What follows belongs to an exercise in optimizing a design on an open flow for small area, a short achievable clock period and few clock cycles per item; a production flow would make more cautious choices. Only simulation tests tie the RTL to the original design; equivalence was not proved.

==> flow/design.v <==
module rnsd_addsub (
   input  logic [35:0] x,
   input  logic [35:0] y,
   input  logic        sub,
   input  logic [3:0]  k,     
   input  logic [3:0]  rm,    
   output logic [35:0] z,
   output logic        co     
);
   logic [35:0] yb, yo;
   logic [36:0] s;
   logic [8:0]  c;
   always_comb begin
      for (int i = 0; i < 9; i++) begin
         yb[4*i +: 4] = y[4*i +: 4] + k;
      end
   end
   assign yo = sub ? ~y : yb;
   assign s  = {1'b0, x} + {1'b0, yo} + {36'd0, sub};
   assign co = s[36];
   always_comb begin
      for (int i = 0; i < 8; i++) begin
         c[i] = s[4*i+4] ^ x[4*i+4] ^ yo[4*i+4];
      end
      c[8] = s[36];
      for (int i = 0; i < 9; i++) begin
         z[4*i +: 4] = s[4*i +: 4] + (c[i] ? 4'd0 : rm);
      end
   end
endmodule
module radix_n_signed_digit_alu_unit (
   input  logic        clock,
   input  logic        reset,
   input  logic        start,
   output logic        busy,
   input  logic [67:0] req_data,
   output logic        rsp_valid,
   output logic [67:0] rsp_data,
   input  logic        csr_we,
   input  logic [4:0]  csr_wdata
);
   localparam logic [1:0] ST_OK           = 2'd0;
   localparam logic [1:0] ST_OVERFLOW     = 2'd1;
   localparam logic [1:0] ST_ZERO_BY_ZERO = 2'd2;
   localparam logic [1:0] ST_DIV_BY_ZERO  = 2'd3;
   localparam logic [2:0] S_IDLE = 3'd0;
   localparam logic [2:0] S_AS   = 3'd1;    
   localparam logic [2:0] S_SET  = 3'd2;    
   localparam logic [2:0] S_DIG  = 3'd3;    
   localparam logic [2:0] S_FIX1 = 3'd4;    
   localparam logic [2:0] S_FIX2 = 3'd5;    
   logic [4:0] radix_ff;
   logic [3:0] rmax_ff;    
   logic [3:0] k_ff;       
   logic [1:0] hm_ff;      
   logic [1:0] lm_ff;      
   logic [4:0] csr_r;
   assign csr_r = (csr_wdata < 5'd2) ? 5'd2 : (csr_wdata > 5'd16) ? 5'd16 : csr_wdata;
   always_ff @(posedge clock) begin
      if (reset) begin
         radix_ff <= 5'd10;
         rmax_ff  <= 4'd9;
         k_ff     <= 4'd6;
         hm_ff    <= 2'd2;
         lm_ff    <= 2'd1;
      end else if (csr_we) begin
         radix_ff <= csr_r;
         rmax_ff  <= 4'(csr_r - 5'd1);
         k_ff     <= 4'(5'd16 - csr_r);
         hm_ff    <= 2'((csr_r - 5'd1) >> 2);
         lm_ff    <= 2'(csr_r - 5'd1);
      end
   end
   logic [2:0]  st_ff, st_n;
   logic [1:0]  act_ff;
   logic        na_ff, nb_ff, anz_ff, bnz_ff, ge_ff;
   logic [31:0] a_ff, a_n, b_ff;
   logic [35:0] w_ff, w_n, m2_ff, m2_n, m4_ff;
   logic        ov4_ff, ovf_ff, ovf_n;
   logic [3:0]  cnt_ff, cnt_n;
   logic [1:0]  sp_ff;      
   logic        first_ff;   
   logic        fc_ff, fc_n;   
   logic [1:0]  ph_ff, ph_n;   
   logic [3:0]  qd_ff, qd_n;   
   logic        rsp_valid_ff, rsp_div_ff, rsp_mul_ff, neg_ff;
   logic [1:0]  status_ff;
   logic        cpl;                        
   logic [1:0]  cpl_stat;
   logic        cpl_neg;
   logic acc;
   assign busy = !((st_ff == S_IDLE) || (st_ff == S_AS) || cpl);
   assign acc  = start && !busy;
   logic [31:0] a_in, b_in;
   always_comb begin
      for (int i = 0; i < 8; i++) begin
         a_in[4*i +: 4] = (req_data[33+4*i +: 4] > rmax_ff) ? rmax_ff : req_data[33+4*i +: 4];
         b_in[4*i +: 4] = (req_data[4*i +: 4] > rmax_ff) ? rmax_ff : req_data[4*i +: 4];
      end
   end
   logic is_div, is_mul;
   assign is_div = act_ff[0];    
   assign is_mul = !act_ff[0];
   logic [3:0]  at;
   logic [35:0] w9;
   assign at = a_ff[31:28];
   assign w9 = {w_ff[31:0], is_div ? at : 4'd0};
   logic eff_sub, sbn;
   assign sbn     = nb_ff ^ act_ff[0];
   assign eff_sub = na_ff ^ sbn;
   logic [3:0] mbits;
   logic [1:0] mk;
   logic [3:0] mrest;
   assign mbits = fc_ff ? at : qd_ff;
   always_comb begin
      if (mbits[3:2] != 2'd0) begin
         mk    = 2'd2;
         mrest = {mbits[3:2] - 2'd1, mbits[1:0]};
      end else if (mbits[1]) begin
         mk    = 2'd1;
         mrest = {3'd0, mbits[0]};
      end else begin
         mk    = 2'd0;
         mrest = 4'd0;
      end
   end
   logic [1:0] ph0;
   assign ph0 = (hm_ff != 2'd0) ? 2'd2 : (lm_ff != 2'd1) ? 2'd1 : 2'd0;
   logic [1:0] kk;
   assign kk = is_div ? (fc_ff ? ph0 : ph_ff) : mk;
   logic [35:0] mult;
   logic        mult_ov;
   always_comb begin
      case (kk)
         2'd2:    begin mult = m4_ff;          mult_ov = ov4_ff; end
         2'd1:    begin mult = m2_ff;          mult_ov = 1'b0;   end
         default: begin mult = {4'd0, b_ff};   mult_ov = 1'b0;   end
      endcase
   end
   logic [35:0] xd, x, y, z;
   logic        s, co;
   assign xd = fc_ff ? w9 : w_ff;
   always_comb begin
      x = xd;
      y = mult;
      s = is_div;
      case (st_ff)
         S_AS: begin
            x = ge_ff ? {4'd0, a_ff} : {4'd0, b_ff};
            y = ge_ff ? {4'd0, b_ff} : {4'd0, a_ff};
            s = eff_sub;
         end
         S_SET: begin
            if (sp_ff == 2'd0) begin
               x = {4'd0, b_ff};
               y = {4'd0, b_ff};
            end else begin
               x = m2_ff;
               y = m2_ff;
            end
            s = 1'b0;
         end
         S_FIX1: begin
            x = {4'd0, a_ff};
            y = 36'd1;
            s = 1'b0;
         end
         S_FIX2: begin
            x = {4'd0, b_ff};
            y = w_ff;
            s = 1'b1;
         end
         default: ;
      endcase
   end
   rnsd_addsub u_add (.x(x), .y(y), .sub(s), .k(k_ff), .rm(radix_ff[3:0]), .z(z), .co(co));
   logic        take;
   logic [35:0] wn;
   logic        ovf_step;
   assign take     = is_div ? (co && !mult_ov) : (mbits != 4'd0);
   assign wn       = take ? z : xd;
   assign ovf_step = (take && (co || mult_ov)) || (wn[35:32] != 4'd0);
   logic [35:0] w9c;
   logic        lt_b;
   assign w9c  = first_ff ? {32'd0, at} : w9;
   assign lt_b = (w9c < {4'd0, b_ff});
   function automatic logic [3:0] lead_zeros(logic [31:0] v);
      logic [3:0] n;
      n = 4'd8;
      for (int i = 0; i < 8; i++) begin
         if (v[4*i +: 4] != 4'd0) n = 4'(7 - i);
      end
      lead_zeros = n;
   endfunction
   logic [4:0] lz_sum;
   assign lz_sum = {1'b0, lead_zeros(a_ff)} + {1'b0, lead_zeros(b_ff)};
   logic w_zero, top2_zero, top1_zero;
   assign w_zero    = first_ff || (w_ff == 36'd0);
   assign top2_zero = (a_ff[31:24] == 8'd0);
   assign top1_zero = (a_ff[31:28] == 4'd0);
   logic [3:0] qd_now;
   logic [1:0] ph_next;
   logic       q_end;
   always_comb begin
      qd_now  = fc_ff ? 4'd0 : qd_ff;
      ph_next = 2'd0;
      q_end   = 1'b0;
      case (kk)
         2'd2: begin
            if (take) qd_now[3:2] = qd_now[3:2] + 2'd1;
            if (take && (qd_now[3:2] == hm_ff)) begin
               ph_next = (lm_ff >= 2'd2) ? 2'd1 : 2'd0;
            end else if (take) begin
               ph_next = 2'd2;
            end else begin
               ph_next = 2'd1;
            end
         end
         2'd1: begin
            qd_now[1] = take;
            ph_next   = 2'd0;
         end
         default: begin
            qd_now[0] = take;
            q_end     = 1'b1;
         end
      endcase
   end
   logic       pre_shift2, pre_shift1, set_exit, skip2, ddone, last_set;
   logic [3:0] cnt0, qfin;
   assign cnt0       = first_ff ? 4'd8 : cnt_ff;
   assign pre_shift2 = w_zero && top2_zero && (cnt0 >= 4'd2);
   assign pre_shift1 = (w_zero && top1_zero) || (is_div && lt_b);
   assign set_exit   = first_ff && (!anz_ff || !bnz_ff || (is_mul && (lz_sum <= 5'd6)));
   assign skip2      = fc_ff && w_zero && top2_zero && (cnt_ff >= 4'd2);
   assign last_set   = (sp_ff != 2'd0) || (hm_ff == 2'd0);
   always_comb begin
      st_n  = st_ff;
      a_n   = a_ff;
      w_n   = w_ff;
      m2_n  = m2_ff;
      cnt_n = cnt_ff;
      fc_n  = fc_ff;
      ph_n  = ph_ff;
      qd_n  = qd_ff;
      ovf_n = ovf_ff;
      cpl      = 1'b0;
      cpl_stat = ST_OK;
      cpl_neg  = na_ff ^ nb_ff;
      ddone = 1'b0;
      qfin  = 4'd0;
      case (st_ff)
         S_AS: begin
            w_n = z;
            st_n = S_IDLE;
         end
         S_SET: begin
            if (sp_ff == 2'd0) m2_n = z;
            if (first_ff) begin
               ovf_n = 1'b0;
               w_n   = '0;
               cnt_n = 4'd8;
            end
            if (set_exit) begin
               cpl     = 1'b1;
               cpl_neg = 1'b0;
               if (is_div && !bnz_ff)
                  cpl_stat = anz_ff ? ST_DIV_BY_ZERO : ST_ZERO_BY_ZERO;
               else if (is_mul && anz_ff && bnz_ff)
                  cpl_stat = ST_OVERFLOW;
            end else begin
               if (pre_shift2) begin
                  a_n   = {a_ff[23:0], 8'd0};
                  cnt_n = cnt0 - 4'd2;
               end else if (pre_shift1) begin
                  a_n   = {a_ff[27:0], 4'd0};
                  w_n   = w9c;
                  cnt_n = cnt0 - 4'd1;
               end
               if (last_set) begin
                  st_n = S_DIG;
                  fc_n = 1'b1;
               end
            end
         end
         S_DIG: begin
            if (ovf_ff) begin
               cpl      = 1'b1;
               cpl_stat = ST_OVERFLOW;
            end else if (skip2) begin
               a_n   = {a_ff[23:0], 8'd0};
               cnt_n = cnt_ff - 4'd2;
               if (cnt_ff == 4'd2) begin
                  if (is_div && na_ff) st_n = S_FIX1;    
                  else cpl = 1'b1;
               end
            end else begin
               if (is_div) begin
                  if (fc_ff && lt_b) begin
                     ddone = 1'b1;
                     w_n   = w9;
                  end else begin
                     ddone = q_end;
                     qfin  = qd_now;
                     w_n   = wn;
                     qd_n  = qd_now;
                     ph_n  = ph_next;
                  end
               end else begin
                  ddone = (mrest == 4'd0);
                  w_n   = wn;
                  qd_n  = mrest;
                  ovf_n = ovf_step;
               end
               fc_n = ddone;
               if (ddone) begin
                  a_n   = {a_ff[27:0], qfin};
                  cnt_n = cnt_ff - 4'd1;
                  if (cnt_ff == 4'd1) begin
                     if (is_div && na_ff) begin
                        st_n = S_FIX1;
                     end else begin
                        cpl = 1'b1;    
                     end
                  end
               end
            end
         end
         S_FIX1: begin
            if (w_zero) begin
               cpl = 1'b1;
            end else begin
               a_n  = z[31:0];
               st_n = S_FIX2;
            end
         end
         S_FIX2: begin
            w_n = z;
            cpl = 1'b1;
         end
         default: begin
            st_n = S_IDLE;
         end
      endcase
      if (cpl) begin
         st_n = S_IDLE;
         if (is_div) m2_n = {4'd0, a_n};
      end
   end
   always_ff @(posedge clock) begin
      a_ff   <= a_n;
      w_ff   <= w_n;
      m2_ff  <= m2_n;
      cnt_ff <= cnt_n;
      fc_ff  <= fc_n;
      ph_ff  <= ph_n;
      qd_ff  <= qd_n;
      ovf_ff <= ovf_n;
      if (st_ff == S_SET) begin
         if (first_ff) begin
            ov4_ff <= 1'b1;
         end
         if (sp_ff == 2'd1) begin
            m4_ff  <= z;
            ov4_ff <= co;
         end
         sp_ff    <= sp_ff + 2'd1;
         first_ff <= 1'b0;
      end
      if (reset) begin
         st_ff        <= S_IDLE;
         rsp_valid_ff <= 1'b0;
      end else begin
         st_ff        <= st_n;
         rsp_valid_ff <= cpl || (st_ff == S_AS);
         if (st_ff == S_AS) begin
            rsp_div_ff <= 1'b0;
            rsp_mul_ff <= 1'b0;
            if (!eff_sub) begin
               status_ff <= (z[35:32] != 4'd0) ? ST_OVERFLOW : ST_OK;
               neg_ff    <= na_ff;
            end else begin
               status_ff <= ST_OK;
               neg_ff    <= ge_ff ? na_ff : sbn;
            end
         end else if (cpl) begin
            rsp_div_ff <= is_div;
            rsp_mul_ff <= is_mul && (st_ff == S_DIG);
            status_ff  <= cpl_stat;
            neg_ff     <= cpl_neg;
         end
         if (acc) begin
            act_ff   <= req_data[67:66];
            a_ff     <= a_in;
            b_ff     <= b_in;
            ge_ff    <= (a_in >= b_in);
            anz_ff   <= (req_data[64:33] != 32'd0);
            bnz_ff   <= (req_data[31:0] != 32'd0);
            na_ff    <= req_data[65] && (req_data[64:33] != 32'd0);
            nb_ff    <= req_data[32] && (req_data[31:0] != 32'd0);
            st_ff    <= req_data[67] ? S_SET : S_AS;
            sp_ff    <= 2'd0;
            first_ff <= 1'b1;
         end
      end
   end
   logic        st_ok;
   logic [1:0]  status;
   logic [31:0] res;
   assign status    = {status_ff[1], status_ff[0] || (rsp_mul_ff && ovf_ff)};
   assign st_ok     = (status == ST_OK);
   assign res       = rsp_div_ff ? m2_ff[31:0] : w_ff[31:0];
   assign rsp_valid = rsp_valid_ff;
   assign rsp_data  = {neg_ff && st_ok && (res != 32'd0),
                       st_ok ? res : 32'd0,
                       1'b0,
                       (st_ok && rsp_div_ff) ? w_ff[31:0] : 32'd0,
                       status};
endmodule
==> flow/run.sh <==
#!/bin/bash
# synth_recipe.tcl (not shown) runs the flow's synth.tcl, then flattens the netlist and writes it again
# the make line also repeats each setting of config.mk as NAME=value (left out here)
make -C /OpenROAD-flow-scripts/flow DESIGN_CONFIG=/design/flow/config.mk WORK_HOME=/design/flow/orfs CLKGATE_MAP_FILE= SYNTH_SCRIPT=/design/flow/synth_recipe.tcl finish
==> flow/config.mk <==
export PLATFORM = sky130hd
export DESIGN_NAME = radix_n_signed_digit_alu_unit
export DESIGN_NICKNAME = radix_n_signed_digit_alu_unit
export VERILOG_FILES = /design/flow/design.v
export SDC_FILE = /design/flow/constraint.sdc
export NUM_CORES = 4
export LEC_CHECK = 0
export CAP_MARGIN = 20
export CORE_MARGIN = 2
export CORE_UTILIZATION = 40
export SETUP_SLACK_MARGIN = 5
export SLEW_MARGIN = 20
export TNS_END_PERCENT = 100
==> flow/constraint.sdc <==
create_clock -name core_clock -period 10.5 [get_ports {clock}]
set_input_delay 2.1000 -clock core_clock [delete_from_list [all_inputs] [get_ports {clock}]]
set_output_delay 2.1000 -clock core_clock [all_outputs]
set_load 0.01 [all_outputs]
==> results.json, run 1 <==
{
  "postPlaceCellArea_mm2": 0.0278,
  "die-width_um": 254,
  "timing.final.max_slew_violations": 0,
  "setup.worst_path.start_class": "flop",
  "r2r-start": "fc_ff$_SDFFCE_PN1P_",
  "fin_hold_ws_ns": 0.468,
  "antenna_found_initial": 3,
  "cp_slowest_stage_delay_ns": 0.50,
  "drc": 0,
  "grt_pass1_vias": 27137,
  "drtIter0Drc": 4137,
  "hold_class": "reg2reg",
  "start_util_pct": 40.5,
  "place_ws_ns": 1.83,
  "outcome": "no timing/DRC/antenna violations",
  "dp.final_hpwl_mm": 93.5,
  "skew_ns": 0.0350,
  "dieArea_mm2": 0.0645,
  "final-setup-viol-count": 0,
  "synthesis.nets": 3435,
  "path_max_fanout": 5,
  "io_buffers": 145,
  "post-route-util_pct": 54.5,
  "synth_area_leaders": "edfxtp_1 15%, ha_1 12%, mux2i_1 7.4%, dfxtp_1 6.9%, a21oi_1 6.0%",
  "synth.cell_area_mm2": 0.0250,
  "final_cell_count_no_fill": 4287,
  "synth_top_area_share_pct": 15.4,
  "worstHoldEndpoint": "sp_ff[1]$_DFF_P_",
  "gp_congestion": 1.01,
  "grt_first_pass_wirelength_mm": 190,
  "r2r_slack_ns": 3.27,
  "clockBufferDepth": 3,
  "fillers": 5732,
  "yosysMostFrequentCell": "a21oi_1",
  "grt_max_degree": 69,
  "dp_cells": 3936,
  "coreArea_mm2": 0.0617,
  "synth_async_sr_flop_share_pct": 0,
  "slew_headroom_pct": 26.0,
  "r2r_end": "a_ff[22]$_DFF_P_",
  "ios": 147,
  "nNetsFinal": 3761,
  "cts_root_buffer": "clkbuf_16",
  "setup_slack_ns": 3.27,
  "holdBufCountCts": 0,
  "worstRegToRegCells": 33,
  "ys_top_cells_by_count": "301 x a21oi_1, 274 x nand2_1, 240 x nor2_1",
  "die_h_um": 254,
  "grt-ovfl-total": 0,
  "final.min_clock_period_ns": 7.23,
  "hold_viol": 0,
  "maxCapViolations": 0,
  "syn_area_per_cell_um2": 8.06,
  "floorplan.rows": 91,
  "ys_types": 101,
  "hold_depth": 2,
  "via_per_inst": 6.66,
  "worst_slew_pin_slew_ns": 1.11,
  "finalSetupTns_ns": 0,
  "finalInstanceArea_mm2": 0.0336,
  "route.met2.wl_mm": 56.6,
  "crit_path_end_kind": "flop",
  "clock_sinks": 214,
  "arrival_ns": 7.71,
  "post_drt_wl_per_cell_um": 31.6,
  "drive_gt1_share_pct": 26.8,
  "ys_seq_elements": 214,
  "synth-edff-count": 128,
  "highest_layer": "met4",
  "critPathKind": "reg2reg",
  "min-delay-start": "sp_ff[1]$_DFF_P_",
  "cts_buffers": 28,
  "cp_slowest_cell": "or4b_4",
  "clk_latency_ns": 0.61,
  "antenna_left": 0,
  "cp_data_required_time_ns": 10.98,
  "wirelength_mm": 135,
  "routed-via-count": 28564,
  "fin_crit_sh_pct": 68.8,
  "synthCells": 3099,
  "drt_first_pass_iters": 7,
  "syn_to_final_growth_pct": 34.5,
  "wirelength_met1_mm": 51.4,
  "met3_length_mm": 17.6,
  "fmax_ghz": 0.138,
  "synth_top_area_cell": "edfxtp_1",
  "rsz0062_at_grt": "true",
  "ys.flop_type": "edfxtp_1",
  "synth_seq_area_share_pct": 22.3,
  "track_usage_pct": 40.6,
  "path_clk_slew_ns": 0.06,
  "cts_tree": "yes",
  "h-tree-depth": 1,
  "ys_warn_count": 2
}
## cells by family (layout without fill, tap and decap cells)
| logic type | Yosys count | after routing | share of synthesized area (%) |
|---|---|---|---|
| DFF | 214 | 214 | 22.3 |
| and+or+nand+nor | 881 | 885 | 17.3 |
| muxes | 236 | 236 | 9.71 |
| adders and majority gates | 259 | 259 | 13.6 |
| xor gates and xnor gates | 107 | 107 | 4.14 |
| other | 1 | 4 | 0.0150 |
| buffers and inverters | 411 | 754 | 6.67 |
| AOI/OAI and AO/OA | 990 | 991 | 26.2 |
## metal layers
| metal | vias to the layer above | GRT usage, % |
|---|---|---|
| li1 | 12170 | - |
| met1 | 13737 | 52.1 |
| met2 | 2159 | 61.2 |
| met3 | 498 | 10.8 |
| met4 | 0 | 23.8 |
| met5 | - | 0 |
## cells in the final DEF, fill, tap and decap left out, types with 52 or more instances in the layout
cell	synthesis	routed
buf_4	7	273
nand2_1	274	252
a21oi_1	301	227
nor2_1	240	217
ha_1	238	202
mux2i_1	184	180
o21ai_0	207	168
inv_1	164	148
clkdlybuf4s50_1	0	141
edfxtp_1	128	128
dfxtp_1	86	74
buf_6	7	74
a21oi_2	0	63
nor2b_1	59	55
and3_1	59	54
a21o_1	53	52
## sequential cells by signal, summed over array words and instances (netlist names), 3 cells and up
register  count
m2_ff        36
m4_ff        36
w_ff         36
a_ff         32
b_ff         32
cnt_ff        4
qd_ff         4
radix_ff      4
k_ff          3
st_ff         3
## critical path: cells and delay by family (launching register included)
kind,cells,cell delay (ns)
compound gates,15,2.49
xor+xnor,3,0.77
fa+ha+maj,4,1.29
buf+inv,4,0.59
flops,1,0.44
mux,2,0.44
simple gates,5,1.09
## final cells by class
type                       instances  area, µm²  area share [%]
clock buffer                      32        758            2.26
inverter                         168        634            1.89
tap                              837       1050            3.12
timing repair buffer             534       5220            15.5
multi-input combinational       2479      20200            60.1
antenna                            3       7.51          0.0223
sequential                       214       5590            16.6
clock inverter                    20        149           0.443
## timing repair
action	4_1_cts	5_1_grt
pin swaps	139	119
buffers inserted	209	73
cloned	11	3
gates resized for setup	421	126
setup endpoints to repair	151	151
## how the worst max path moves through the flow
stage | start | end
3_3_place_gp | fc_ff$_SDFFCE_PN1P_ | status_ff[0]$_DFFE_PP_
2_1_floorplan | fc_ff$_SDFFCE_PN1P_ | w_ff[31]$_DFFE_PP_
3_5_place_dp | fc_ff$_SDFFCE_PN1P_ | status_ff[0]$_DFFE_PP_
5_1_grt | fc_ff$_SDFFCE_PN1P_ | w_ff[31]$_DFFE_PP_
4_1_cts | fc_ff$_SDFFCE_PN1P_ | status_ff[0]$_DFFE_PP_
6_report | fc_ff$_SDFFCE_PN1P_ | a_ff[22]$_DFF_P_
Testbench counts, summed over its fixed seeds: cycles 12,575, items 2,880.
==> inputs of run 2 (changes only) <==
--- a/flow/design.v
+++ b/flow/design.v
@@ -184,6 +184,8 @@
    logic        lt_b;
    assign w9c  = first_ff ? {32'd0, at} : w9;
    assign lt_b = (w9c < {4'd0, b_ff});
+   logic [35:0] w9c2;
+   assign w9c2  = {first_ff ? 28'd0 : w_ff[27:0], a_ff[31:24]};
    function automatic logic [3:0] lead_zeros(logic [31:0] v);
       logic [3:0] n;
       n = 4'd8;
@@ -192,8 +194,11 @@
       end
       lead_zeros = n;
    endfunction
-   logic [4:0] lz_sum;
+   logic [4:0] lz_sum, ks_sum;
+   logic [3:0] ks_ff, ks_n, ksv;
    assign lz_sum = {1'b0, lead_zeros(a_ff)} + {1'b0, lead_zeros(b_ff)};
+   assign ks_sum = {1'b0, lead_zeros(a_ff)} + 5'd7 - {1'b0, lead_zeros(b_ff)};
+   assign ksv    = first_ff ? ((ks_sum > 5'd8) ? 4'd8 : ks_sum[3:0]) : ks_ff;
    logic w_zero, top2_zero, top1_zero;
    assign w_zero    = first_ff || (w_ff == 36'd0);
    assign top2_zero = (a_ff[31:24] == 8'd0);
@@ -229,10 +234,10 @@
    logic       pre_shift2, pre_shift1, set_exit, skip2, ddone, last_set;
    logic [3:0] cnt0, qfin;
    assign cnt0       = first_ff ? 4'd8 : cnt_ff;
-   assign pre_shift2 = w_zero && top2_zero && (cnt0 >= 4'd2);
+   assign pre_shift2 = (is_div ? (ksv >= 4'd2) : (w_zero && top2_zero)) && (cnt0 >= 4'd2);
    assign pre_shift1 = (w_zero && top1_zero) || (is_div && lt_b);
    assign set_exit   = first_ff && (!anz_ff || !bnz_ff || (is_mul && (lz_sum <= 5'd6)));
-   assign skip2      = fc_ff && w_zero && top2_zero && (cnt_ff >= 4'd2);
+   assign skip2      = fc_ff && (is_div ? (ksv >= 4'd2) : (w_zero && top2_zero)) && (cnt_ff >= 4'd2);
    assign last_set   = (sp_ff != 2'd0) || (hm_ff == 2'd0);
    always_comb begin
       st_n  = st_ff;
@@ -242,6 +247,7 @@
       cnt_n = cnt_ff;
       fc_n  = fc_ff;
       ph_n  = ph_ff;
+      ks_n  = 4'd0;
       qd_n  = qd_ff;
       ovf_n = ovf_ff;
       cpl      = 1'b0;
@@ -271,7 +277,9 @@
             end else begin
                if (pre_shift2) begin
                   a_n   = {a_ff[23:0], 8'd0};
+                  if (is_div) w_n = w9c2;
                   cnt_n = cnt0 - 4'd2;
+                  ks_n  = ksv - 4'd2;
                end else if (pre_shift1) begin
                   a_n   = {a_ff[27:0], 4'd0};
                   w_n   = w9c;
@@ -289,9 +297,11 @@
                cpl_stat = ST_OVERFLOW;
             end else if (skip2) begin
                a_n   = {a_ff[23:0], 8'd0};
+               if (is_div) w_n = w9c2;
                cnt_n = cnt_ff - 4'd2;
+               ks_n  = ksv - 4'd2;
                if (cnt_ff == 4'd2) begin
-                  if (is_div && na_ff) st_n = S_FIX1;    
+                  if (is_div && na_ff) st_n = S_FIX1;
                   else cpl = 1'b1;
                end
             end else begin
@@ -354,6 +364,7 @@
       cnt_ff <= cnt_n;
       fc_ff  <= fc_n;
       ph_ff  <= ph_n;
+      ks_ff  <= ks_n;
       qd_ff  <= qd_n;
       ovf_ff <= ovf_n;
       if (st_ff == S_SET) begin
==> run 2 against run 1 <==
Against the previous run: non-clock buffer count down 65; via count grew 1.6%; synthesized cell count barely moved; synthesized area decreased by 0.77%; highest routed layer is now met5; clock-buffer cell count up 11; sequential share of layout area is 0.45 points higher.
==> results.json, run 2 <==
{
  "start_util_pct": 40.3,
  "cp_slowest_stage_delay_ns": 0.75,
  "skew_ns": 0.0205,
  "ios": 147,
  "syn_to_final_growth_pct": 33.3,
  "fillers": 5630,
  "path_max_fanout": 36,
  "yosysMostFrequentCell": "nand2_1",
  "clk_latency_ns": 0.62,
  "hold_depth": 2,
  "final_cell_count_no_fill": 4209,
  "synthCells": 3101,
  "track_usage_pct": 43.9,
  "drc": 0,
  "dp_cells": 3902,
  "final-setup-viol-count": 0,
  "holdBufCountCts": 0,
  "drt_first_pass_iters": 9,
  "cts_buffers": 29,
  "path_cells": "buf_4 -> nand3b_1 -> a21oi_2 -> buf_4 -> a221oi_1 -> mux2i_1 -> ha_1 -> a21oi_1 -> o21ai_0 -> or3_4 -> o211a_4 -> o211ai_1 -> nand2_1 -> xor2_2 -> ha_1 -> a21o_1 -> a21oi_2 -> xor2_1 -> xnor2_1 -> xnor2_2 -> or4_4 -> a32o_1",
  "cp_slowest_cell": "buf_4",
  "worst_slew_pin_slew_ns": 1.21,
  "synthesis.nets": 3445,
  "drive_gt1_share_pct": 24.1,
  "grt_max_degree": 55,
  "ys_warn_count": 2,
  "ys_top_cells_by_count": "293 x nand2_1, 266 x a21oi_1, 245 x ha_1",
  "crit_path_end_kind": "flop",
  "gp_congestion": 1.05,
  "arrival_ns": 7.89,
  "coreArea_mm2": 0.0615,
  "drtIter0Drc": 4221,
  "place_ws_ns": 1.51,
  "antenna_found_initial": 5,
  "setup.worst_path.start_class": "flop",
  "h-tree-depth": 1,
  "cp_data_required_time_ns": 10.87,
  "cts_tree": "yes",
  "critPathKind": "reg2reg",
  "r2r-start": "ge_ff$_DFFE_PP_",
  "slew_headroom_pct": 19.4,
  "die-width_um": 253,
  "ys_seq_elements": 217,
  "dieArea_mm2": 0.0640,
  "timing.final.max_slew_violations": 0,
  "final.min_clock_period_ns": 7.52,
  "floorplan.rows": 91,
  "post_drt_wl_per_cell_um": 34.9,
  "nNetsFinal": 3732,
  "dp.final_hpwl_mm": 103,
  "mostFrequentLayoutCell": "nand2_1",
  "wirelength_mm": 147,
  "startpoint": "ge_ff$_DFFE_PP_",
  "synth_async_sr_flop_share_pct": 0,
  "synth_area_leaders": "edfxtp_1 16%, ha_1 12%, dfxtp_1 7.2%, mux2i_1 6.1%, a21oi_1 5.4%",
  "die_h_um": 253,
  "grt-ovfl-total": 0,
  "synth-edff-count": 128,
  "hold_class": "reg2reg",
  "outcome": "no timing/DRC/antenna violations",
  "cp-endpoint": "status_ff[0]$_DFFE_PP_",
  "r2r_end": "status_ff[0]$_DFFE_PP_",
  "grt_pass1_vias": 26741,
  "synth.cell_area_mm2": 0.0248,
  "fin_crit_sh_pct": 71.7,
  "hold_viol": 0,
  "fin_hold_ws_ns": 0.473,
  "worstRegToRegCells": 22,
  "ys_types": 97,
  "layout_common_cells": "283 x nand2_1, 244 x buf_4, 210 x a21oi_1",
  "syn_area_per_cell_um2": 8.00,
  "via_per_inst": 6.90,
  "synth_top_area_share_pct": 15.5,
  "routed-via-count": 29034,
  "cts_root_buffer": "clkbuf_16",
  "clock_sinks": 217,
  "reg.largest.list": "m2_ff: 36 flops, m4_ff: 36 flops, w_ff: 36 flops",
  "setup_slack_ns": 2.98,
  "io_buffers": 145,
  "ys.flop_type": "edfxtp_1",
  "clockBufferDepth": 3,
  "synth_top_area_cell": "edfxtp_1",
  "r2r_slack_ns": 2.98,
  "fmax_ghz": 0.133,
  "min-delay-start": "sp_ff[1]$_DFF_P_",
  "antenna_left": 0,
  "path_clk_slew_ns": 0.06,
  "synth_seq_area_share_pct": 22.7,
  "finalSetupTns_ns": 0,
  "rsz0062_at_grt": "true",
  "maxCapViolations": 0,
  "grt_first_pass_wirelength_mm": 201
}
[run 2: cell count changes after synthesis, moves of 21 or more]
cell / before / now
a221oi_1: 39 / 88
o21a_1: 7 / 29
a22oi_1: 51 / 72
nor2_1: 240 / 217
a21oi_1: 301 / 266
mux2i_1: 184 / 152
inv_1: 164 / 204
a221o_1: 35 / 4
o221ai_1: 38 / 16
[run 2: logic make-up after synthesis]
kind of cell	after synthesis	share of synthesized area (%)
mux	186	7.68
flops	217	22.7
other cells	1	0.0151
buf+inv	426	6.73
xor+xnor	110	4.22
fa+ha+maj	268	14.2
compound gates	989	26.8
simple gates	904	17.6
[run 2: final cells by class]
| cell class | count | area (µm²) | share of cell area (%) |
|---|---|---|---|
| inverters | 210 | 803 | 2.43 |
| flip-flops and latches | 217 | 5640 | 17.1 |
| well taps | 790 | 988 | 2.99 |
| clock buffers | 43 | 925 | 2.80 |
| multi-input cells | 2461 | 19900 | 60.3 |
| diodes | 8 | 20.0 | 0.0606 |
| repair buffers | 469 | 4610 | 14.0 |
| clock inverters | 11 | 128 | 0.386 |
[run 2: worst min path at each step]
stage and endpoint:
4_1_cts sp_ff[1]$_DFF_P_, 3_3_place_gp sp_ff[1]$_DFF_P_, 5_1_grt m2_ff[34]$_DFF_P_, 6_report sp_ff[1]$_DFF_P_
2_1_floorplan sp_ff[1]$_DFF_P_, 3_5_place_dp sp_ff[1]$_DFF_P_
[run 2: repair_timing]
action / 4_1_cts / 5_1_grt
gates cloned: 7 / 6
gates resized for setup: 289 / 191
setup buffers: 154 / 78
pin swaps: 104 / 109
endpoints found under the setup margin: 204 / 192
[run 2: worst max-delay path: cells and delay by family, from the launching register on]
kind / cells / cell delay, ns
flip-flops: 1 / 0.35
buffers and inverters: 2 / 1.26
XOR/XNOR: 4 / 0.66
multiplexers: 1 / 0.61
AO/OA/AOI/OAI: 9 / 2.28
AND/OR/NAND/NOR: 4 / 1.33
adder cells (fa/ha/maj): 2 / 0.72
[run 2: metrics by stage]
stage | util (%) | area, µm²
2_1_floorplan | - | 25400
3_3_place_gp | 44.7 | 27500
3_5_place_dp | 44.7 | 27500
4_1_cts | 51.1 | 31400
5_1_grt | 53.7 | 33000
6_report | 53.7 | 33000
[run 2: routing by layer]
metal  up-vias  share of wire [%]  global-route usage, %
met4         2                8.2                   27.0
met2      2355                 40                   63.0
li1      12101                  -                      -
met1     14025                 38                   56.8
met3       551                 14                   14.2
met5         -              0.012                      0
Testbench counts of run 2, summed over its fixed seeds: cycles 11,466, items 2,880.
==> inputs of run 3 (changes only) <==
--- a/flow/design.v
+++ b/flow/design.v
@@ -126,8 +126,11 @@
    end
    logic [1:0] ph0;
    assign ph0 = (hm_ff != 2'd0) ? 2'd2 : (lm_ff != 2'd1) ? 2'd1 : 2'd0;
-   logic [1:0] kk;
-   assign kk = is_div ? (fc_ff ? ph0 : ph_ff) : mk;
+   function automatic logic [1:0] mul_step(input logic [3:0] bits);
+      mul_step = (bits[3:2] != 2'd0) ? 2'd2 : bits[1] ? 2'd1 : 2'd0;
+   endfunction
+   logic [1:0] kk, kk_ff, kk_n;
+   assign kk = kk_ff;
    logic [35:0] mult;
    logic        mult_ov;
    always_comb begin
@@ -357,6 +360,18 @@
          if (is_div) m2_n = {4'd0, a_n};
       end
    end
+   logic [3:0] nt;
+   always_comb begin
+      nt = a_ff[31:28];
+      if (((st_ff == S_SET) && !set_exit && pre_shift2) || ((st_ff == S_DIG) && !ovf_ff && skip2))
+         nt = a_ff[23:20];
+      else if (((st_ff == S_SET) && !set_exit && pre_shift1) || ((st_ff == S_DIG) && !ovf_ff && !skip2 && ddone))
+         nt = a_ff[27:24];
+      if (is_div)
+         kk_n = fc_n ? ph0 : ph_n;
+      else
+         kk_n = mul_step(fc_n ? nt : qd_n);
+   end
    always_ff @(posedge clock) begin
       a_ff   <= a_n;
       w_ff   <= w_n;
@@ -364,6 +379,7 @@
       cnt_ff <= cnt_n;
       fc_ff  <= fc_n;
       ph_ff  <= ph_n;
+      kk_ff  <= kk_n;
       ks_ff  <= ks_n;
       qd_ff  <= qd_n;
       ovf_ff <= ovf_n;
==> run 3 against run 2 <==
Against the previous run: wire length rose by 1.7%; critical endpoint is now busy; critical path type is now reg2out; die area rose by 3.0%; first-iteration DRC count rose by 20%; sequential share of layout area fell by 1.2 points; cell area rose by 7.8%; register-to-register slack improved by 0.69 ns; critical path depth decreased by 3; maximum frequency up 9.1%.
==> results.json, run 3 <==
{
  "outcome": "no timing/DRC/antenna violations",
  "synth_top_area_share_pct": 14.3,
  "drc": 0,
  "via_per_inst": 6.82,
  "hold_viol": 0,
  "r2r-start": "fc_ff$_DFF_P_",
  "routed-via-count": 31153,
  "slew_headroom_pct": 12.9,
  "clk_latency_ns": 0.62,
  "grt_first_pass_wirelength_mm": 204,
  "arrival_ns": 4.79,
  "drt_first_pass_iters": 17,
  "die_h_um": 257,
  "ys_types": 97,
  "antenna_found_initial": 13,
  "holdBufCountCts": 0,
  "clock_sinks": 219,
  "worst_slew_pin_slew_ns": 1.30,
  "cts_tree": "yes",
  "cts_buffers": 28,
  "path_buf_inv": 5,
  "drtIter0Drc": 5068,
  "layout_common_cells": "324 x buf_4, 299 x nand2_1, 265 x nor2_1",
  "start_util_pct": 40.5,
  "reg.largest.list": "m2_ff: 36 flops, m4_ff: 36 flops, w_ff: 36 flops",
  "cts_root_buffer": "clkbuf_16",
  "final-setup-viol-count": 0,
  "mostFrequentLayoutCell": "buf_4",
  "drive_gt1_share_pct": 27.5,
  "cp_data_required_time_ns": 8.40,
  "dp.final_hpwl_mm": 96.9,
  "rsz0062_at_grt": "true",
  "dp_cells": 4131,
  "ys_warn_count": 2,
  "synth-edff-count": 122,
  "floorplan.rows": 92,
  "cp_slowest_stage_delay_ns": 0.49,
  "r2r_slack_ns": 3.67,
  "grt_max_degree": 67,
  "worstHoldEndpoint": "ph_ff[0]$_DFF_P_",
  "h-tree-depth": 1,
  "path_max_fanout": 8,
  "ys_top_cells_by_count": "323 x nand2_1, 319 x a21oi_1, 288 x nor2_1",
  "min-delay-start": "ph_ff[0]$_DFF_P_",
  "synth_async_sr_flop_share_pct": 0,
  "coreArea_mm2": 0.0631,
  "grt-ovfl-total": 0,
  "path_cells": "nor4_4 -> nand2_1 -> a21oi_2 -> nor2_2 -> buf_6 -> ha_4 -> inv_4 -> ha_4 -> inv_2 -> fa_1 -> buf_4 -> nand4b_1 -> a211oi_2 -> o32ai_4 -> nor2_2 -> nor3_4 -> a211o_1 -> a211oi_4 -> buf_2",
  "synth.cell_area_mm2": 0.0255,
  "track_usage_pct": 42.5,
  "synth_top_area_cell": "edfxtp_1",
  "timing.final.max_slew_violations": 0,
  "post_drt_wl_per_cell_um": 32.7,
  "gp_congestion": 1.10,
  "dieArea_mm2": 0.0659,
  "die-width_um": 257,
  "ys.flop_type": "edfxtp_1",
  "hold_depth": 2,
  "finalSetupTns_ns": 0,
  "clockBufferDepth": 3,
  "nNetsFinal": 4025,
  "synthesis.nets": 3644,
  "antenna_left": 0,
  "final.min_clock_period_ns": 6.89,
  "crit_family": "compound AO/OA/AOI/OAI gates",
  "ios": 147,
  "critPathKind": "reg2out",
  "yosysMostFrequentCell": "nand2_1",
  "syn_to_final_growth_pct": 39.4,
  "wirelength_mm": 149,
  "fmax_ghz": 0.145,
  "synth_area_leaders": "edfxtp_1 14%, ha_1 12%, dfxtp_1 7.6%, a21oi_1 6.2%, mux2i_1 4.9%",
  "synth_seq_area_share_pct": 21.9,
  "synthCells": 3299,
  "skew_ns": 0.0224,
  "ys_seq_elements": 219,
  "maxCapViolations": 0,
  "path_clk_slew_ns": 0.07,
  "cp_slowest_cell": "fa_1",
  "crit_path_end_kind": "output pin",
  "r2r_end": "w_ff[23]$_DFFE_PP_",
  "fin_crit_sh_pct": 65.7,
  "worstRegToRegCells": 24,
  "setup.worst_path.start_class": "flop",
  "grt_pass1_vias": 28056,
  "hold_class": "reg2reg",
  "io_buffers": 145,
  "syn_area_per_cell_um2": 7.74,
  "final_cell_count_no_fill": 4566
}
-- run 3: cell types whose count changed in the layout (fill, tap and decap cells not counted), moves of 15 or more --
cell	delta
buf_4	+80
nor2_1	+60
buf_6	+29
mux2i_1	-21
a221oi_1	-19
inv_1	-19
a21oi_2	+18
a21oi_4	+18
o221ai_1	+18
a21oi_1	+17
nand2_1	+16
a221oi_2	-15
nor3_1	+15
-- run 3: worst max-delay path by stage --
stage	startpoint	end	slack (ns)	depth (start not counted)
after CTS	b_ff[1]$_DFFE_PP_	busy	3.64	17
after global routing	b_ff[0]$_DFFE_PP_	busy	3.56	18
after detailed placement	sp_ff[1]$_DFF_P_	a_ff[27]$_DFF_P_	2.61	30
after floorplan	sp_ff[0]$_DFF_P_	w_ff[23]$_DFFE_PP_	4.33	35
after global placement	sp_ff[1]$_DFF_P_	w_ff[23]$_DFFE_PP_	2.61	33
final	a_ff[0]$_DFF_P_	busy	3.61	19
-- run 3: kinds of logic after synthesis --
| logic type | Yosys count | share of synthesized area, % |
|---|---|---|
| multiplexers | 164 | 6.63 |
| flip-flops | 219 | 21.9 |
| AO/OA/AOI/OAI | 1079 | 27.8 |
| adder cells (fa/ha/maj) | 270 | 13.9 |
| AND/OR/NAND/NOR | 1017 | 18.9 |
| other | 1 | 0.0147 |
| XOR/XNOR | 114 | 4.18 |
| buffers and inverters | 435 | 6.69 |
-- run 3: repair_timing --
action / 4_1_cts / 5_1_grt
cloned: 16 / 3
pin swaps: 110 / 239
setup endpoints to repair: 238 / 215
gates resized for setup: 388 / 315
buffers inserted: 212 / 134
-- run 3: layout make-up --
cell class | count | area (µm²)
timing repair buffer | 596 | 5940
fill | 5660 | 27500
inverter | 186 | 718
clock inverter | 16 | 145
tap | 846 | 1060
antenna | 19 | 47.5
clock buffer | 35 | 768
sequential | 219 | 5660
multi-input combinational | 2649 | 21300
-- run 3: layer usage --
metal	routed length, µm	track usage (%)	up-vias
met5	611	2.85	-
met4	15300	30.3	18
met3	24400	22.3	905
met2	57500	59.2	2846
met1	51400	49.3	14382
li1	-	-	13002
-- run 3: tightest hold or removal path, delay by kind of cell (launching register included) --
family	cells	cell delay (ns)
DFF	1	0.30
AOI/OAI and AO/OA	1	0.07
and+or+nand+nor	1	0.06
-- run 3: metrics by stage --
| stage | hold WS [ns] | util, % | setup WS, ns | area, µm² |
|---|---|---|---|---|
| final | 0.470 | 56.5 | 3.61 | 35600 |
| after global routing | 0.493 | 56.4 | 3.56 | 35600 |
| after CTS | 0.466 | 52.3 | 3.64 | 33000 |
| after detailed placement | 0.451 | 44.7 | 2.61 | 28200 |
| after global placement | 0.441 | 44.7 | 2.61 | 28200 |
| after floorplan | 0.419 | - | 4.33 | 26100 |
Testbench counts of run 3, summed over its fixed seeds: cycles 11,466, items 2,880.
==> inputs of run 4 (changes only) <==
--- a/flow/design.v
+++ b/flow/design.v
@@ -98,6 +98,25 @@
          b_in[4*i +: 4] = (req_data[4*i +: 4] > rmax_ff) ? rmax_ff : req_data[4*i +: 4];
       end
    end
+   function automatic logic [3:0] lead_zeros(logic [31:0] v);
+      logic [3:0] n;
+      n = 4'd8;
+      for (int i = 0; i < 8; i++) begin
+         if (v[4*i +: 4] != 4'd0) n = 4'(7 - i);
+      end
+      lead_zeros = n;
+   endfunction
+   logic        swap_in;
+   logic [31:0] a_cap, b_cap;
+   logic [3:0]  lz_ai, lz_bi;
+   logic [4:0]  lz_sum_in, ks_in;
+   assign lz_ai   = lead_zeros(req_data[64:33]);
+   assign lz_bi   = lead_zeros(req_data[31:0]);
+   assign swap_in = (req_data[67:66] == 2'd2) && (lz_bi > lz_ai);
+   assign lz_sum_in = {1'b0, lz_ai} + {1'b0, lz_bi};
+   assign ks_in     = {1'b0, lz_ai} + 5'd7 - {1'b0, lz_bi};
+   assign a_cap   = swap_in ? b_in : a_in;
+   assign b_cap   = swap_in ? a_in : b_in;
    logic is_div, is_mul;
    assign is_div = act_ff[0];    
    assign is_mul = !act_ff[0];
@@ -143,38 +162,15 @@
    logic [35:0] xd, x, y, z;
    logic        s, co;
    assign xd = fc_ff ? w9 : w_ff;
+   logic [4:0] xs_ff, xs_n;    
+   logic [5:0] ys_ff, ys_n;    
+   logic       s_ff, s_n;
    always_comb begin
-      x = xd;
-      y = mult;
-      s = is_div;
-      case (st_ff)
-         S_AS: begin
-            x = ge_ff ? {4'd0, a_ff} : {4'd0, b_ff};
-            y = ge_ff ? {4'd0, b_ff} : {4'd0, a_ff};
-            s = eff_sub;
-         end
-         S_SET: begin
-            if (sp_ff == 2'd0) begin
-               x = {4'd0, b_ff};
-               y = {4'd0, b_ff};
-            end else begin
-               x = m2_ff;
-               y = m2_ff;
-            end
-            s = 1'b0;
-         end
-         S_FIX1: begin
-            x = {4'd0, a_ff};
-            y = 36'd1;
-            s = 1'b0;
-         end
-         S_FIX2: begin
-            x = {4'd0, b_ff};
-            y = w_ff;
-            s = 1'b1;
-         end
-         default: ;
-      endcase
+      x = ({36{xs_ff[0]}} & w9) | ({36{xs_ff[1]}} & w_ff) | ({36{xs_ff[2]}} & {4'd0, a_ff})
+        | ({36{xs_ff[3]}} & {4'd0, b_ff}) | ({36{xs_ff[4]}} & m2_ff);
+      y = ({36{ys_ff[0]}} & {4'd0, b_ff}) | ({36{ys_ff[1]}} & m2_ff) | ({36{ys_ff[2]}} & m4_ff)
+        | ({36{ys_ff[3]}} & {4'd0, a_ff}) | ({36{ys_ff[4]}} & 36'd1) | ({36{ys_ff[5]}} & w_ff);
+      s = s_ff;
    end
    rnsd_addsub u_add (.x(x), .y(y), .sub(s), .k(k_ff), .rm(radix_ff[3:0]), .z(z), .co(co));
    logic        take;
@@ -183,25 +179,16 @@
    assign take     = is_div ? (co && !mult_ov) : (mbits != 4'd0);
    assign wn       = take ? z : xd;
    assign ovf_step = (take && (co || mult_ov)) || (wn[35:32] != 4'd0);
-   logic [35:0] w9c;
+   logic [35:0] w9c, xc;
    logic        lt_b;
    assign w9c  = first_ff ? {32'd0, at} : w9;
-   assign lt_b = (w9c < {4'd0, b_ff});
+   assign xc   = ((st_ff == S_DIG) && !fc_ff) ? w_ff : w9c;
+   assign lt_b = (xc < {4'd0, b_ff});
    logic [35:0] w9c2;
    assign w9c2  = {first_ff ? 28'd0 : w_ff[27:0], a_ff[31:24]};
-   function automatic logic [3:0] lead_zeros(logic [31:0] v);
-      logic [3:0] n;
-      n = 4'd8;
-      for (int i = 0; i < 8; i++) begin
-         if (v[4*i +: 4] != 4'd0) n = 4'(7 - i);
-      end
-      lead_zeros = n;
-   endfunction
-   logic [4:0] lz_sum, ks_sum;
    logic [3:0] ks_ff, ks_n, ksv;
-   assign lz_sum = {1'b0, lead_zeros(a_ff)} + {1'b0, lead_zeros(b_ff)};
-   assign ks_sum = {1'b0, lead_zeros(a_ff)} + 5'd7 - {1'b0, lead_zeros(b_ff)};
-   assign ksv    = first_ff ? ((ks_sum > 5'd8) ? 4'd8 : ks_sum[3:0]) : ks_ff;
+   logic       big_ff;
+   assign ksv = ks_ff;
    logic w_zero, top2_zero, top1_zero;
    assign w_zero    = first_ff || (w_ff == 36'd0);
    assign top2_zero = (a_ff[31:24] == 8'd0);
@@ -239,7 +226,7 @@
    assign cnt0       = first_ff ? 4'd8 : cnt_ff;
    assign pre_shift2 = (is_div ? (ksv >= 4'd2) : (w_zero && top2_zero)) && (cnt0 >= 4'd2);
    assign pre_shift1 = (w_zero && top1_zero) || (is_div && lt_b);
-   assign set_exit   = first_ff && (!anz_ff || !bnz_ff || (is_mul && (lz_sum <= 5'd6)));
+   assign set_exit   = first_ff && (!anz_ff || !bnz_ff || (is_mul && big_ff));
    assign skip2      = fc_ff && (is_div ? (ksv >= 4'd2) : (w_zero && top2_zero)) && (cnt_ff >= 4'd2);
    assign last_set   = (sp_ff != 2'd0) || (hm_ff == 2'd0);
    always_comb begin
@@ -313,7 +300,7 @@
                      ddone = 1'b1;
                      w_n   = w9;
                   end else begin
-                     ddone = q_end;
+                     ddone = q_end || (!fc_ff && lt_b);
                      qfin  = qd_now;
                      w_n   = wn;
                      qd_n  = qd_now;
@@ -372,6 +359,52 @@
       else
          kk_n = mul_step(fc_n ? nt : qd_n);
    end
+   logic [2:0] st_nx;
+   logic [1:0] sp_nx;
+   logic       ge_nx, div_nx, esub_nx;
+   always_comb begin
+      st_nx   = st_n;
+      sp_nx   = (st_ff == S_SET) ? sp_ff + 2'd1 : sp_ff;
+      ge_nx   = ge_ff;
+      div_nx  = act_ff[0];
+      esub_nx = eff_sub;
+      if (acc) begin
+         st_nx   = req_data[67] ? S_SET : S_AS;
+         sp_nx   = 2'd0;
+         ge_nx   = (a_in >= b_in);
+         div_nx  = req_data[66];
+         esub_nx = (req_data[65] && (req_data[64:33] != 32'd0))
+                 ^ (req_data[32] && (req_data[31:0] != 32'd0)) ^ req_data[66];
+      end
+      xs_n = 5'd0;
+      ys_n = 6'd0;
+      s_n  = 1'b0;
+      case (st_nx)
+         S_AS: begin
+            xs_n = ge_nx ? 5'b00100 : 5'b01000;
+            ys_n = ge_nx ? 6'b000001 : 6'b001000;
+            s_n  = esub_nx;
+         end
+         S_SET: begin
+            xs_n = (sp_nx == 2'd0) ? 5'b01000 : 5'b10000;
+            ys_n = (sp_nx == 2'd0) ? 6'b000001 : 6'b000010;
+         end
+         S_FIX1: begin
+            xs_n = 5'b00100;
+            ys_n = 6'b010000;
+         end
+         S_FIX2: begin
+            xs_n = 5'b01000;
+            ys_n = 6'b100000;
+            s_n  = 1'b1;
+         end
+         default: begin
+            xs_n = fc_n ? 5'b00001 : 5'b00010;
+            ys_n = (kk_n == 2'd2) ? 6'b000100 : (kk_n == 2'd1) ? 6'b000010 : 6'b000001;
+            s_n  = div_nx;
+         end
+      endcase
+   end
    always_ff @(posedge clock) begin
       a_ff   <= a_n;
       w_ff   <= w_n;
@@ -380,6 +413,9 @@
       fc_ff  <= fc_n;
       ph_ff  <= ph_n;
       kk_ff  <= kk_n;
+      xs_ff  <= xs_n;
+      ys_ff  <= ys_n;
+      s_ff   <= s_n;
       ks_ff  <= ks_n;
       qd_ff  <= qd_n;
       ovf_ff <= ovf_n;
@@ -418,8 +454,10 @@
          end
          if (acc) begin
             act_ff   <= req_data[67:66];
-            a_ff     <= a_in;
-            b_ff     <= b_in;
+            a_ff     <= a_cap;
+            big_ff   <= (lz_sum_in <= 5'd6);
+            ks_ff    <= (ks_in > 5'd8) ? 4'd8 : ks_in[3:0];
+            b_ff     <= b_cap;
             ge_ff    <= (a_in >= b_in);
             anz_ff   <= (req_data[64:33] != 32'd0);
             bnz_ff   <= (req_data[31:0] != 32'd0);
==> run 4 against run 3 <==
Against the previous run: still clean on timing, DRC and antenna; hold slack better by 0.0035 ns; clock-buffer cell count up 2; wire length down 8.2%; first-iteration DRC count down 7.4%; via count down 6.6%; synthesized area down 2.2%; non-clock buffer count down 182; synthesized cell count down 1.7%; critical path type is now reg2reg.
==> results.json, run 4 <==
{
  "die_h_um": 254,
  "cp_data_required_time_ns": 10.97,
  "setup.worst_path.start_class": "flop",
  "cts_root_buffer": "clkbuf_16",
  "slew_headroom_pct": 14.1,
  "synth_top_area_cell": "edfxtp_1",
  "dp_cells": 4102,
  "clock_sinks": 232,
  "drive_gt1_share_pct": 18.2,
  "arrival_ns": 7.08,
  "coreArea_mm2": 0.0617,
  "synth_seq_area_share_pct": 23.5,
  "reg.largest.list": "m2_ff: 36 flops, m4_ff: 36 flops, w_ff: 36 flops",
  "grt_first_pass_wirelength_mm": 192,
  "drc": 0,
  "place_ws_ns": 2.93,
  "drtIter0Drc": 4693,
  "synth.cell_area_mm2": 0.0250,
  "grt_max_degree": 60,
  "cts_buffers": 28,
  "final.min_clock_period_ns": 6.61,
  "cp_common_cell": "a211oi_2",
  "via_per_inst": 6.73,
  "ys_types": 87,
  "layout_common_cells": "343 x nand2_1, 303 x nor2_1, 242 x a21oi_1",
  "start_util_pct": 40.5,
  "io_buffers": 145,
  "antenna_left": 0,
  "holdBufCountCts": 0,
  "timing.final.max_slew_violations": 0,
  "die-width_um": 254,
  "dp.final_hpwl_mm": 98.0,
  "finalSetupTns_ns": 0,
  "final-setup-viol-count": 0,
  "ios": 147,
  "dieArea_mm2": 0.0645,
  "drt_first_pass_iters": 13,
  "synthCells": 3244,
  "wirelength_mm": 137,
  "clk_latency_ns": 0.59,
  "post_drt_wl_per_cell_um": 31.7,
  "synth-edff-count": 123,
  "antenna_found_initial": 8,
  "mostFrequentLayoutCell": "nand2_1",
  "fin_crit_sh_pct": 62.9,
  "synthesis.nets": 3590,
  "synth_area_leaders": "edfxtp_1 15%, ha_1 12%, dfxtp_1 8.7%, a21oi_1 6.0%, nand2_1 5.2%",
  "synth_top_area_share_pct": 14.8,
  "hold_viol": 0,
  "cts_tree": "yes",
  "hold_class": "reg2reg",
  "grt_pass1_vias": 27354,
  "r2r-start": "ys_ff[1]$_DFF_P_",
  "worst_slew_pin_slew_ns": 1.28,
  "startpoint": "ys_ff[1]$_DFF_P_",
  "track_usage_pct": 40.9,
  "gp_congestion": 1.05,
  "final_cell_count_no_fill": 4324,
  "syn_to_final_growth_pct": 27.1,
  "setup_slack_ns": 3.89,
  "ys.flop_type": "edfxtp_1",
  "clockBufferDepth": 3,
  "ys_warn_count": 2,
  "cp_slowest_cell": "a311oi_2",
  "min-delay-start": "k_ff[0]$_SDFFE_PP0P_",
  "path_clk_slew_ns": 0.07,
  "outcome": "no timing/DRC/antenna violations",
  "floorplan.rows": 91,
  "path_max_fanout": 19,
  "routed-via-count": 29095,
  "cp_slowest_stage_delay_ns": 0.46,
  "nNetsFinal": 3803,
  "synth_async_sr_flop_share_pct": 0,
  "crit_path_end_kind": "flop",
  "ys_top_cells_by_count": "349 x nand2_1, 316 x nor2_1, 299 x a21oi_1",
  "critPathKind": "reg2reg",
  "maxCapViolations": 0,
  "rsz0062_at_grt": "true",
  "yosysMostFrequentCell": "nand2_1",
  "skew_ns": 0.0191,
  "fmax_ghz": 0.151,
  "grt-ovfl-total": 0,
  "post-route-util_pct": 51.5,
  "syn_area_per_cell_um2": 7.71,
  "h-tree-depth": 1,
  "ys_seq_elements": 232
}
==> run 4: changes by cell type after synthesis, moves of 18 or more <==
cell	change
nor2b_1	-22
nand2_1	+26
mux2_2	-26
a211oi_1	-25
clkbuf_1	+25
a222oi_1	+56
a21oi_1	-20
buf_2	-24
mux2i_1	-46
nor2_1	+28
a221oi_1	-24
nand3_1	-18
==> run 4: path summary, 6_finish.rpt <==
kind	to	slack (ns)	cells after the start
worst max-delay path	a_ff[19]$_DFF_P_	3.89	28
worst min-delay path	k_ff[0]$_SDFFE_PP0P_	0.47	2
worst min register to register	k_ff[0]$_SDFFE_PP0P_	0.47	2
worst max register to register	a_ff[19]$_DFF_P_	3.89	28
==> run 4: metrics by stage <==
| step | hold slack (ns) | cell area [µm²] |
|---|---|---|
| after global routing | 0.508 | 31700 |
| final | 0.473 | 31800 |
| after floorplan | 0.437 | 25300 |
| after global placement | 0.456 | 27600 |
| after detailed placement | 0.471 | 27600 |
| after CTS | 0.480 | 30700 |
==> run 4: final cells by class <==
type	count	area [µm²]
diodes	8	20.0
fillers	5901	29900
well taps	837	1050
clock inverters	15	155
repair buffers	414	3910
clock buffers	37	860
multi-input cells	2590	19100
inverters	191	722
flip-flops and latches	232	5910
==> run 4: cell families (layout without fill, tap and decap cells) <==
| group | after synthesis | after routing | share of synthesized area (%) |
|---|---|---|---|
| compound gates | 1074 | 1074 | 28.8 |
| simple gates | 1039 | 1040 | 19.2 |
| buf+inv | 423 | 657 | 6.51 |
| fa+ha+maj | 271 | 271 | 14.2 |
| flops | 232 | 232 | 23.5 |
| xor+xnor | 113 | 113 | 4.12 |
| mux | 91 | 91 | 3.70 |
| other cells | 1 | 9 | 0.0150 |
==> run 4: worst max-delay path, delay by kind of cell, from the launching register on <==
family	cells	cell delay [ns]
compound gates	12	3.12
xor+xnor	5	0.96
fa+ha+maj	3	0.70
buf+inv	1	0.26
flops	1	0.44
mux	1	0.27
simple gates	6	0.70
==> run 4: routing by layer <==
| layer | share of wire (%) | vias up | global-route usage (%) |
|---|---|---|---|
| li1 | - | 12491 | - |
| met1 | 37 | 13832 | 49.3 |
| met2 | 42 | 2169 | 61.0 |
| met3 | 11 | 599 | 10.7 |
| met4 | 10 | 4 | 33.7 |
| met5 | 0.023 | - | 0 |
==> run 4: what timing repair did <==
action / CTS / global route
gates resized for setup: 258 / 152
gates cloned: 4 / 2
setup buffers: 103 / 53
pin swaps: 78 / 80
endpoints found under the setup margin: 218 / 181
Testbench counts of run 4, summed over its fixed seeds: cycles 10,586, items 2,880.
==> inputs of run 5 (changes only) <==
--- a/flow/config.mk
+++ b/flow/config.mk
@@ -8,6 +8,6 @@
 export CAP_MARGIN = 20
 export CORE_MARGIN = 2
 export CORE_UTILIZATION = 40
-export SETUP_SLACK_MARGIN = 5
+export SETUP_SLACK_MARGIN = 4
 export SLEW_MARGIN = 20
 export TNS_END_PERCENT = 100
==> run 5 against run 4 <==
Against the previous run: clock-buffer cell count unchanged; non-clock buffer count shrank 97; cell area fell by 6.3%; global-route usage is 2.1 points lower; final cell count decreased by 2.3%.
==> results.json, run 5 <==
{
  "synth_top_area_share_pct": 14.8,
  "syn_to_final_growth_pct": 19.1,
  "layout_common_cells": "345 x nand2_1, 311 x nor2_1, 290 x a21oi_1",
  "worstRegToRegCells": 29,
  "hold_viol": 0,
  "rsz0062_at_grt": "true",
  "ios": 147,
  "cts_root_buffer": "clkbuf_16",
  "timing.final.max_slew_violations": 0,
  "ys_top_cells_by_count": "349 x nand2_1, 316 x nor2_1, 299 x a21oi_1",
  "r2r-start": "w_ff[5]$_DFFE_PP_",
  "path_clk_slew_ns": 0.07,
  "fin_crit_sh_pct": 63.5,
  "multi_input_area_mm2": 0.0182,
  "ys_seq_elements": 232,
  "crit_path_end_kind": "flop",
  "nNetsFinal": 3706,
  "h-tree-depth": 1,
  "cp_slowest_stage_delay_ns": 0.44,
  "clockBufferDepth": 3,
  "die-width_um": 254,
  "antenna_found_initial": 5,
  "outcome": "no timing/DRC/antenna violations",
  "r2r_slack_ns": 3.83,
  "synth_async_sr_flop_share_pct": 0,
  "reg.largest.list": "m2_ff: 36 flops, m4_ff: 36 flops, w_ff: 36 flops",
  "synth_area_leaders": "edfxtp_1 15%, ha_1 12%, dfxtp_1 8.7%, a21oi_1 6.0%, nand2_1 5.2%",
  "grt_pass1_vias": 26512,
  "final.min_clock_period_ns": 6.67,
  "maxCapViolations": 0,
  "clock_sinks": 232,
  "fillers": 6061,
  "io_buffers": 145,
  "synthCells": 3244,
  "path_max_fanout": 14,
  "yosysMostFrequentCell": "nand2_1",
  "cp_common_cell": "a21oi_2",
  "skew_ns": 0.0209,
  "ys_types": 87,
  "ys.flop_type": "edfxtp_1",
  "worstHoldEndpoint": "ks_ff[1]$_DFF_P_",
  "gp_congestion": 1.03,
  "die_h_um": 254,
  "grt_first_pass_wirelength_mm": 183,
  "cp_slowest_cell": "a222oi_1",
  "postPlaceCellArea_mm2": 0.0274,
  "r2r_end": "a_ff[19]$_DFF_P_",
  "via_per_inst": 6.70,
  "grt_max_degree": 87,
  "worst_slew_pin_slew_ns": 1.23,
  "cp_data_required_time_ns": 10.99,
  "synth.cell_area_mm2": 0.0250,
  "drtIter0Drc": 4739,
  "hold_depth": 1,
  "mostFrequentLayoutCell": "nand2_1",
  "antenna_left": 0,
  "arrival_ns": 7.16,
  "critPathKind": "reg2reg",
  "start_util_pct": 40.5,
  "drt_first_pass_iters": 14,
  "clk_latency_ns": 0.62,
  "track_usage_pct": 38.7,
  "fmax_ghz": 0.150,
  "synth-edff-count": 123,
  "drive_gt1_share_pct": 10.8,
  "syn_area_per_cell_um2": 7.71,
  "slew_headroom_pct": 17.6,
  "grt-ovfl-total": 0,
  "synth_top_area_cell": "edfxtp_1",
  "min-delay-start": "ks_ff[1]$_DFF_P_",
  "finalSetupTns_ns": 0,
  "ys_warn_count": 2,
  "synthesis.nets": 3590,
  "holdBufCountCts": 0,
  "coreArea_mm2": 0.0617,
  "cts_tree": "yes",
  "post_drt_wl_per_cell_um": 30.8,
  "finalInstanceArea_mm2": 0.0298,
  "floorplan.rows": 91,
  "drc": 0,
  "dieArea_mm2": 0.0645,
  "cts_buffers": 28,
  "fin_hold_ws_ns": 0.484,
  "wirelength_mm": 130,
  "synth_seq_area_share_pct": 23.5,
  "dp.final_hpwl_mm": 94.5,
  "final-setup-viol-count": 0,
  "setup.worst_path.start_class": "flop",
  "hold_class": "reg2reg",
  "routed-via-count": 28305,
  "regArea_mm2": 0.00591
}
==> run 5: cell counts after synthesis <==
No cell type changed its count.
==> run 5: what timing repair did <==
item,4_1_cts,5_1_grt
setup buffers,35,29
resized for setup,86,82
cloned,1,3
endpoints found under the setup margin,76,80
pin swaps,32,60
==> run 5: logic make-up (layout without fill, tap and decap cells) <==
logic type                 count (synthesis)  in the layout  share of synthesized area, %
AOI/OAI and AO/OA                       1074           1074                          28.8
xor gates and xnor gates                 113            113                          4.12
adders and majority gates                271            271                          14.2
buffers and inverters                    423            560                          6.51
DFF                                      232            232                          23.5
muxes                                     91             91                          3.70
other                                      1              5                        0.0150
and+or+nand+nor                         1039           1040                          19.2
==> run 5: how the worst max path moves through the flow <==
stage	start	to	slack, ns	cells after the start
after floorplan	ys_ff[1]$_DFF_P_	a_ff[19]$_DFF_P_	4.02	29
after global placement	fc_ff$_DFF_P_	busy	2.97	11
after detailed placement	ys_ff[5]$_DFF_P_	a_ff[19]$_DFF_P_	2.80	26
after CTS	st_ff[2]$_SDFF_PP0_	busy	3.82	11
after global routing	w_ff[5]$_DFFE_PP_	a_ff[19]$_DFF_P_	3.51	29
final	w_ff[5]$_DFFE_PP_	a_ff[19]$_DFF_P_	3.83	29
==> run 5: metrics by stage <==
stage / util, % / worst slack [ns] / instances
2_1_floorplan: - / 4.02 / 3244
3_3_place_gp: 44.4 / 2.97 / 4096
3_5_place_dp: 44.4 / 2.80 / 4096
4_1_cts: 47.1 / 3.82 / 4184
5_1_grt: 48.2 / 3.51 / 4220
6_report: 48.2 / 3.83 / 4223
==> run 5: area by class of cell <==
type	instances	share of cell area, %
Multi-Input combinational cell	2590	61.1
Antenna cell	4	0.0336
Sequential cell	232	19.8
Inverter	191	2.44
Clock inverter	15	0.534
Clock buffer	37	2.68
Timing Repair Buffer	317	9.85
Tap cell	837	3.52
==> run 5: layer usage <==
| metal | global-route usage, % | share of wire (%) | vias to the layer above |
|---|---|---|---|
| li1 | - | - | 12290 |
| met1 | 46.2 | 36 | 13340 |
| met2 | 57.9 | 41 | 2075 |
| met3 | 12.6 | 13 | 596 |
| met4 | 29.2 | 9.7 | 4 |
| met5 | 0 | 0.020 | - |
==> run 5: worst max-delay path, delay by kind of cell, from the launching register on <==
kind / cells / cell delay, ns
adder cells (fa/ha/maj): 3 / 0.81
buffers and inverters: 1 / 0.20
multiplexers: 1 / 0.27
AND/OR/NAND/NOR: 6 / 0.79
flip-flops: 1 / 0.38
XOR/XNOR: 5 / 1.00
AO/OA/AOI/OAI: 13 / 3.08

-- re-timing with driven ports --
No port has a modelled driver above. Below, the same layouts with a new extraction and two added sets of constraints. Step 1: set_driving_cell puts a clkbuf_16 on clock and a buf_2 on each other input, an assumption about the parent block. Step 2 moves the port delays by t, midway between the first and last clock arrival at a register: inputs arrive t later, outputs are due t later. That takes back most of the time a late clock gives input paths. Slacks: no drivers / after step 1 / after step 2; pairs: no drivers / after step 1.
run | t (ns) | slack for setup (ns) | worst slew at a driven data input, ns
run 1 | 0.653 | 3.271 / 3.271 / 3.271 | 0.05
run 2 | 0.673 | 2.975 / 2.975 / 2.975 | 0.06
run 3 | 0.671 | 3.605 / 3.541 / 3.673 | 0.04
run 4 | 0.643 | 3.890 / 3.890 / 3.890 | 0.04
run 5 | 0.667 | 3.832 / 3.832 / 3.568 | 0.04
After both steps setup and hold are still met in every run listed. The setup slack of run 5, which loses most, moves by 0.000 ns with the drivers and by -0.264 ns with both steps.
